Background: an optimization exercise with open tools, aiming at a short achievable clock period and few clock cycles per item. Do not read the settings as production practice.
Only simulation tests tie the RTL to the original design; equivalence was not proved.
No activity file was given, so power comes from the tool's default toggle rates.

run 1:
==> module rsTop, before the edit <==
module rsTop (
    input  logic                 clk,
    input  logic                 reset,
    input  logic                 flush,
    input  logic                 inValid,
    input  logic [2:0]           inOp,
    input  logic [TagWidth-1:0]  inDestTag,
    input  logic [TagWidth-1:0]  inTagA,
    input  logic [DataWidth-1:0] inValA,
    input  logic [TagWidth-1:0]  inTagB,
    input  logic [DataWidth-1:0] inValB,
    output logic                 creditReturn,
    output logic                 resultValid,
    output logic [TagWidth-1:0]  resultTag,
    output logic [DataWidth-1:0] resultData
);
    logic                 exValid;
    logic [TagWidth-1:0]  exTag;
    logic [DataWidth-1:0] exA;
    logic [DataWidth-1:0] exB;
    logic                 exSub;   
    logic                 exSubN;  
    logic                 exAdd, exSubOp, exLogic, exSlt;
    logic                 exShlN, exShrN;   
    logic [3:0]           exLt;    
    logic [3:0]           inLt;
    logic [3:0]           immA, immB, busA, busB, fwdA, fwdB;   
    logic [4:0]           exSl;    
    logic [4:0]           exSr;    
    logic                 inShl, inShr;
    logic [4:0][3:0]      fwd;     
    logic [4:0][3:0]      flN, frN;  
    logic [4:0][DataWidth-1:0] ex;
    logic [4:0][DataWidth-1:0] aluY;
    always_comb begin
        case (inOp)
            opAnd:   inLt = 4'b1000;
            opOr:    inLt = 4'b1110;
            opXor:   inLt = 4'b0110;
            default: inLt = 4'b0000;
        endcase
    end
    for (genvar q = 0; q < 4; q++) begin : gByte
        rsFwd fwdAInst (.t(inTagA), .r(resultTag), .rv(resultValid),
                        .imm(immA[q]), .bus(busA[q]), .fwd(fwdA[q]));
        rsFwd fwdBInst (.t(inTagB), .r(resultTag), .rv(resultValid),
                        .imm(immB[q]), .bus(busB[q]), .fwd(fwdB[q]));
    end
    assign inShl = (inOp == opShl);
    assign inShr = (inOp == opShr);
    assign fwd[0] = '1;
    assign fwd[1] = fwdA;
    assign fwd[2] = fwdB;
    assign fwd[3] = fwdB & {4{inShl}};
    assign fwd[4] = fwdB & {4{inShr}};
    assign flN[0] = {4{exShlN}};
    assign frN[0] = {4{exShrN}};
    for (genvar k = 1; k < 5; k++) begin : gShSel
        assign flN[k] = ~fwd[k] | {4{exShlN}};
        assign frN[k] = ~fwd[k] | {4{exShrN}};
    end
    assign ex[0] = '0;
    for (genvar j = 0; j < DataWidth; j++) begin : gEx
        assign ex[1][j] = (immA[j/8] & inValA[j]) | (busA[j/8] & resultData[j]);
        assign ex[2][j] = (immB[j/8] & inValB[j]) | (busB[j/8] & resultData[j]);
    end
    assign ex[3] = ex[2] & {DataWidth{inShl}};
    assign ex[4] = ex[2] & {DataWidth{inShr}};
    logic [1:0][3:0] tt;
    logic [3:0]      tt0;
    for (genvar e = 0; e < 4; e++) begin : gEntry
        localparam logic P = (e == 1) || (e == 2);
        for (genvar v = 0; v < 2; v++) begin : gCarry
            assign tt[v][e] = (exLogic && exLt[e]) || (exAdd && (P ^ v)) ||
                              (exSubOp && !(P ^ v));
        end
        assign tt0[e] = (exLogic && exLt[e]) || ((exAdd || exSubOp) && P);
    end
    rsAlu aluInst (
        .a   (exA),
        .b   (exB),
        .sub (exSub),
        .subN(exSubN),
        .tt  (tt),
        .tt0 (tt0),
        .sl  (exSl),
        .sr  (exSr),
        .lt  (exSlt),
        .fwd (fwd),
        .flN (flN),
        .frN (frN),
        .ex  (ex),
        .y   (aluY)
    );
    always_ff @(posedge clk) begin
        if (reset || flush) begin
            exValid <= 1'b0;
        end else begin
            exValid <= inValid;
        end
        exTag    <= inDestTag;
        exSub    <= (inOp == opSub) || (inOp == opSlt);
        exSubN   <= !((inOp == opSub) || (inOp == opSlt));
        exAdd    <= (inOp == opAdd);
        exSubOp  <= (inOp == opSub);
        exShlN   <= !(inOp == opShl);
        exShrN   <= !(inOp == opShr);
        exLogic  <= (inOp == opAnd) || (inOp == opOr) || (inOp == opXor);
        exSlt    <= (inOp == opSlt);
        exLt     <= inLt;
        exA      <= aluY[1];
        exB      <= aluY[2];
        exSl     <= aluY[3][4:0];
        exSr     <= aluY[4][4:0];
    end
    always_ff @(posedge clk) begin
        if (reset || flush) begin
            resultValid <= 1'b0;
        end else begin
            resultValid <= exValid;
        end
        resultTag  <= exTag;
        resultData <= aluY[0];
    end
    assign creditReturn = exValid;
endmodule
clock: 5.0 ns
lec_check: 0
cap_margin: 20
core_margin: 2
core_utilization: 25
place_density: 0.45
setup_slack_margin: 3
slew_margin: 20
synth_hierarchical: 1
synth_minimum_keep_size: 0
run.sh (not shown) runs the stock make flow with config.mk's settings and CLKGATE_MAP_FILE= SYNTH_SCRIPT=/design/flow/synth_recipe.tcl, a recipe that flattens the netlist after the stock synthesis.
Testbench counts of run 1, summed over its fixed seeds: cycles 3,216, items 3,200.
Input-level comparison between run 2 and run 1:
diff --git a/flow/design.v b/flow/design.v
--- a/flow/design.v
+++ b/flow/design.v
@@ -383,16 +383,15 @@
     logic                 exValid;
     logic [TagWidth-1:0]  exTag;
     logic [DataWidth-1:0] exA;
     logic [DataWidth-1:0] exB;
     logic                 exSub;   
     logic                 exSubN;  
-    logic                 exAdd, exSubOp, exLogic, exSlt;
+    logic                 exSlt;
     logic                 exShlN, exShrN;   
-    logic [3:0]           exLt;    
-    logic [3:0]           inLt;
+    logic [3:0]           inLt;    
     logic [3:0]           immA, immB, busA, busB, fwdA, fwdB;   
     logic [4:0]           exSl;    
     logic [4:0]           exSr;    
     logic                 inShl, inShr;
     logic [4:0][3:0]      fwd;     
     logic [4:0][3:0]      flN, frN;  
@@ -429,21 +428,25 @@
     for (genvar j = 0; j < DataWidth; j++) begin : gEx
         assign ex[1][j] = (immA[j/8] & inValA[j]) | (busA[j/8] & resultData[j]);
         assign ex[2][j] = (immB[j/8] & inValB[j]) | (busB[j/8] & resultData[j]);
     end
     assign ex[3] = ex[2] & {DataWidth{inShl}};
     assign ex[4] = ex[2] & {DataWidth{inShr}};
-    logic [1:0][3:0] tt;
-    logic [3:0]      tt0;
+    logic [1:0][3:0] tt, inTt;
+    logic [3:0]      tt0, inTt0;
+    logic            inAdd, inSub, inLogic;
+    assign inAdd   = (inOp == opAdd);
+    assign inSub   = (inOp == opSub);
+    assign inLogic = (inOp == opAnd) || (inOp == opOr) || (inOp == opXor);
     for (genvar e = 0; e < 4; e++) begin : gEntry
         localparam logic P = (e == 1) || (e == 2);
         for (genvar v = 0; v < 2; v++) begin : gCarry
-            assign tt[v][e] = (exLogic && exLt[e]) || (exAdd && (P ^ v)) ||
-                              (exSubOp && !(P ^ v));
+            assign inTt[v][e] = (inLogic && inLt[e]) || (inAdd && (P ^ v)) ||
+                                (inSub && !(P ^ v));
         end
-        assign tt0[e] = (exLogic && exLt[e]) || ((exAdd || exSubOp) && P);
+        assign inTt0[e] = (inLogic && inLt[e]) || ((inAdd || inSub) && P);
     end
     rsAlu aluInst (
         .a   (exA),
         .b   (exB),
         .sub (exSub),
         .subN(exSubN),
@@ -464,19 +467,17 @@
         end else begin
             exValid <= inValid;
         end
         exTag    <= inDestTag;
         exSub    <= (inOp == opSub) || (inOp == opSlt);
         exSubN   <= !((inOp == opSub) || (inOp == opSlt));
-        exAdd    <= (inOp == opAdd);
-        exSubOp  <= (inOp == opSub);
         exShlN   <= !(inOp == opShl);
         exShrN   <= !(inOp == opShr);
-        exLogic  <= (inOp == opAnd) || (inOp == opOr) || (inOp == opXor);
         exSlt    <= (inOp == opSlt);
-        exLt     <= inLt;
+        tt       <= inTt;
+        tt0      <= inTt0;
         exA      <= aluY[1];
         exB      <= aluY[2];
         exSl     <= aluY[3][4:0];
         exSr     <= aluY[4][4:0];
     end
     always_ff @(posedge clk) begin
- Changes observed in run 2 relative to run 1: routed wire length lower, number of ordinary and repair buffers in the finished layout higher, via count of the routed design lower.
- Comparing the two runs side by side, run 2 comes out behind run 1 on maximum clock rate.
- Part of the total power dissipated in the clock network sits lower in run 2 than in run 1.
- Diff run 2 and run 1: area after synthesis lower in run 1
- Between run 2 and run 1, the number of non-filler instances in the completed layout figures differ only marginally.
- | number of cells produced by synthesis | run 1 vs run 2 | ≈ equal |
Testbench counts of run 2, summed over its fixed seeds: cycles 3,216, items 3,200.

port drivers added, routing unchanged:
The flow's constraints put no driver on any port. The routed layouts listed below were extracted and timed again, unchanged, in two steps. Step 1 assumes that a clkbuf_16 drives the clock port and a buf_2 every other input. Step 2, shift: input delay + t, output delay - t, t = (earliest + latest rising clock arrival at the registers) / 2. This alone moves slack from input paths to output paths. a / b / c = ideal / step 1 / step 2; a / b = the first two.
run	shift t [ns]	setup WS [ns]	hold WS [ns]
run 1	0.559	2.718 / 2.718 / 2.240	0.324 / 0.324 / 0.324
run 2	0.555	2.686 / 2.686 / 2.268	0.328 / 0.328 / 0.328
After both steps setup and hold are still met in every run listed. For run 1, which loses most, drivers alone change the setup slack by 0.000 ns; drivers and shift together by -0.478 ns.
